This design comes from an exercise in tuning for a short achievable clock period and few clock cycles on the open sky130 flow, not from production work.
In this exercise RTL edits were held to simulation tests only and were not proved equivalent to the original.

Design acc_top, start of the top module:
module acc_top #(
  parameter int ADDR_WIDTH = acc_pkg::ADDR_WIDTH_DEF,
  parameter int CNT_WIDTH  = acc_pkg::CNT_WIDTH_DEF
) (
  input  logic                  ap_clk,
  input  logic                  ap_rst_n,
  input  logic                  ap_start,
  output logic                  ap_idle,
  output logic                  ap_ready,
  output logic                  ap_done,
  input  logic [ADDR_WIDTH-1:0] ifm_addr_base,
  input  logic [ADDR_WIDTH-1:0] wgt_addr_base,
  input  logic [ADDR_WIDTH-1:0] ofm_addr_base,
  input  logic [CNT_WIDTH-1:0]  cfg_ci,
  input  logic [CNT_WIDTH-1:0]  cfg_co,
  output logic                  ifm_rd_req,
  output logic [ADDR_WIDTH-1:0] ifm_rd_addr,
  input  logic                  ifm_rd_valid,
  input  acc_pkg::word_t        ifm_rd_data,
  output logic                  wgt_rd_req,
  output logic [ADDR_WIDTH-1:0] wgt_rd_addr,
  input  logic                  wgt_rd_valid,
  input  acc_pkg::word_t        wgt_rd_data,
  output logic                  ofm_wr_req,
  output logic [ADDR_WIDTH-1:0] ofm_wr_addr,
  output acc_pkg::word_t        ofm_wr_data,
  input  logic                  ofm_wr_ack
);
Size in the first run: ~6,200 cells after synthesis.
==> flow/config.mk <==
export PLATFORM = sky130hd
export DESIGN_NAME = acc_top
export DESIGN_NICKNAME = acc_top
export VERILOG_FILES = /design/flow/design.v
export SDC_FILE = /design/flow/constraint.sdc
export NUM_CORES = 4
export LEC_CHECK = 0
export CAP_MARGIN = 20
export CORE_MARGIN = 2
export CORE_UTILIZATION = 40
export SLEW_MARGIN = 20
==> flow/constraint.sdc <==
create_clock -name core_clock -period 12.5 [get_ports {ap_clk}]
set_input_delay 2.5000 -clock core_clock [delete_from_list [all_inputs] [get_ports {ap_clk}]]
set_output_delay 2.5000 -clock core_clock [all_outputs]
set_load 0.01 [all_outputs]
standard.sh (not shown) runs the stock make flow with config.mk's settings and CLKGATE_MAP_FILE= SYNTH_SCRIPT=/design/flow/synth_recipe.tcl, a recipe that flattens the netlist after the stock synthesis.
==> flow/flow/run.sh <==
#!/bin/bash
set -euo pipefail
HERE=$(pwd)
MARGIN=7.6
RES=$HERE/orfs/results/$FLOW_PLATFORM/acc_top/base
bash standard.sh synth > synth.log 2>&1
python3 flow/patch_req.py $RES/1_2_yosys.v > patch.log 2>&1
rm -f $RES/1_synth.odb $RES/1_synth.sdc
bash standard.sh SETUP_SLACK_MARGIN=$MARGIN finish > standard.log 2>&1
==> flow/flow/patch_req.py <==
#!/usr/bin/env python3
"""Give each handshake output port that is a two-level function of an input
port a private copy of that function, and keep the input's other loads behind
an inverter pair, so the input-to-output path drives only its own gates.

  wgt_rd_req = (wgt_rd_valid & w_go_q) | w_kick_q   -> nand2 -> nand2b
  ifm_rd_req = (ifm_rd_valid & i_go_q) | i_kick_q   -> nand2 -> nand2b
  ofm_wr_req = (ofm_wr_ack   & o_go_q) | o_kick_q   -> nand2 -> nand2b
  ap_ready   = ap_start & ap_idle (idle_q)          -> nand2 -> inv
(nand2b: Y = A_N | !B.)  The cells synthesis made keep driving the design's own
loads on renamed nets.  Every net keeps its function; registers are untouched.

usage: patch_req.py NETLIST.v  (edited in place)
"""
import re
import sys

REQS = [  # output port, input port, go register net, kick register net
    ("wgt_rd_req", "wgt_rd_valid", "w_go_q", "w_kick_q"),
    ("ifm_rd_req", "ifm_rd_valid", "i_go_q", "i_kick_q"),
    ("ofm_wr_req", "ofm_wr_ack", "o_go_q", "o_kick_q"),
]
AND_PORT = ("ap_ready", "ap_start", "ap_idle")

path = sys.argv[1]
text = open(path).read()
m = re.search(r"\nmodule acc_top\(.*?\nendmodule", text, re.S)
mod = m.group(0)
lines = mod.split("\n")

def pat(net):
    return re.compile(r"\(\s*" + re.escape(net) + r"\s*\)")

def check(net):
    if not pat(net).search(mod):
        sys.exit(f"patch_req: net {net} not found")
    if any(re.match(r"\s*assign\b", ln) and re.search(r"\b" + re.escape(net) + r"\b", ln)
           for ln in lines):
        sys.exit(f"patch_req: {net} appears in an assign")

def move_all(net, new):
    """Every pin connected to net is connected to new instead."""
    p = pat(net)
    hits = 0
    for i, ln in enumerate(lines):
        if re.match(r"\s*\.\w+\s*\(", ln) and p.search(ln):
            lines[i] = p.sub("(" + new + ")", ln)
            hits += 1
    if hits == 0:
        sys.exit(f"patch_req: no pin connects to {net}")

cells, wires = [], []
def cell(kind, name, **pins):
    body = ",\n".join(f"    .{k}({v})" for k, v in pins.items())
    cells.append(f"  sky130_fd_sc_hd__{kind} {name} (\n{body}\n  );")

def isolate_input(inp):
    """Loads of input port inp move behind an inverter pair."""
    check(inp)
    move_all(inp, inp + "_int")
    wires.extend([inp + "_int", inp + "_n"])
    cell("inv_1", inp + "_ia", A=inp, Y=inp + "_n")
    cell("inv_1", inp + "_ib", A=inp + "_n", Y=inp + "_int")

for port, resp, go, kick in REQS:
    for n in (port, go, kick):
        check(n)
    move_all(port, port + "_int")
    wires.extend([port + "_int", port + "_nand"])
    isolate_input(resp)
    cell("nand2_1", port + "_pa", A=resp, B=go, Y=port + "_nand")
    cell("nand2b_1", port + "_pb", A_N=kick, B=port + "_nand", Y=port)

port, inp, reg = AND_PORT
check(port); check(reg)
move_all(port, port + "_int")
wires.extend([port + "_int", port + "_nand"])
isolate_input(inp)
cell("nand2_1", port + "_pa", A=inp, B=reg, Y=port + "_nand")
cell("inv_1", port + "_pb", A=port + "_nand", Y=port)

mod2 = "\n".join(lines)
hdr_end = mod2.index(";") + 1
mod2 = mod2[:hdr_end] + "".join(f"\n  wire {w};" for w in wires) + mod2[hdr_end:]
mod2 = mod2[: mod2.rindex("endmodule")] + "\n".join(cells) + "\nendmodule"
text = text[: m.start()] + mod2 + text[m.end():]
open(path, "w").write(text)
print("patch_req: patched", ", ".join([p[0] for p in REQS] + [AND_PORT[0]]))
Testbench counts at the start, summed over its fixed seeds: cycles 48,750.
==> next run, changes <==
--- a/flow/flow/patch_req.py
+++ b/flow/flow/patch_req.py
@@ -7,5 +7,5 @@
   ifm_rd_req = (ifm_rd_valid & i_go_q) | i_kick_q   -> nand2 -> nand2b
   ofm_wr_req = (ofm_wr_ack   & o_go_q) | o_kick_q   -> nand2 -> nand2b
-  ap_ready   = ap_start & ap_idle (idle_q)          -> nand2 -> inv
+  ap_ready   = ap_start & ap_idle (idle_q)          -> and2
 (nand2b: Y = A_N | !B.)  The cells synthesis made keep driving the design's own
 loads on renamed nets.  Every net keeps its function; registers are untouched.
@@ -75,8 +75,7 @@
 check(port); check(reg)
 move_all(port, port + "_int")
-wires.extend([port + "_int", port + "_nand"])
+wires.append(port + "_int")
 isolate_input(inp)
-cell("nand2_1", port + "_pa", A=inp, B=reg, Y=port + "_nand")
-cell("inv_1", port + "_pb", A=port + "_nand", Y=port)
+cell("and2_1", port + "_pa", A=inp, B=reg, X=port)
 
 mod2 = "\n".join(lines)
Settings changed: CORE_UTILIZATION 40 to 60.
What happened:
- core utilization came out higher by 23 points
- final area came out lower by 1.5%
- fmax came out lower by 0.38%
- global-route usage came out higher by 9.5 points
- synthesized area barely changes
- setup slack loses 20 ps
==> next run, changes <==
Settings changed: CORE_UTILIZATION 60 to 40.
The changed run ran to the end with no violations.
Worst hold slack improved by 6.8 ps.
Wire length climbs by 2.6%.
Final cell count climbs by 13%.
Via count drops by 0.51%.
Clock skew climbs by 66 ps.
Worst setup slack improved by 23 ps.
Critical path depth is unchanged.

[what the ideal ports hide]
Ports are ideal in the flow. The routed layouts listed here were re-timed in OpenROAD.
Step 1, drivers: a clkbuf_16 drives ap_clk and a buf_2 each remaining input, both assumed.
Step 2 moves the port delays by t, midway between the first and last clock arrival at a register: inputs arrive t later, outputs are due t later. That takes back most of the time a late clock gives input paths.
a / b / c = ideal / step 1 / step 2; a / b = the first two.
| run | t, ns | setup slack, ns | worst data-port slew with drivers (ns) |
|---|---|---|---|
| the first run | 0.959 | 7.156 / 7.069 / 6.647 | 0.13 |
| the second run | 0.951 | 7.136 / 7.082 / 6.705 | 0.15 |
| the third run | 0.974 | 7.159 / 7.076 / 6.631 | 0.16 |
After both steps setup and hold are still met in every run listed. The setup slack of the third run, which loses most, moves by -0.083 ns with the drivers and by -0.528 ns with both steps.
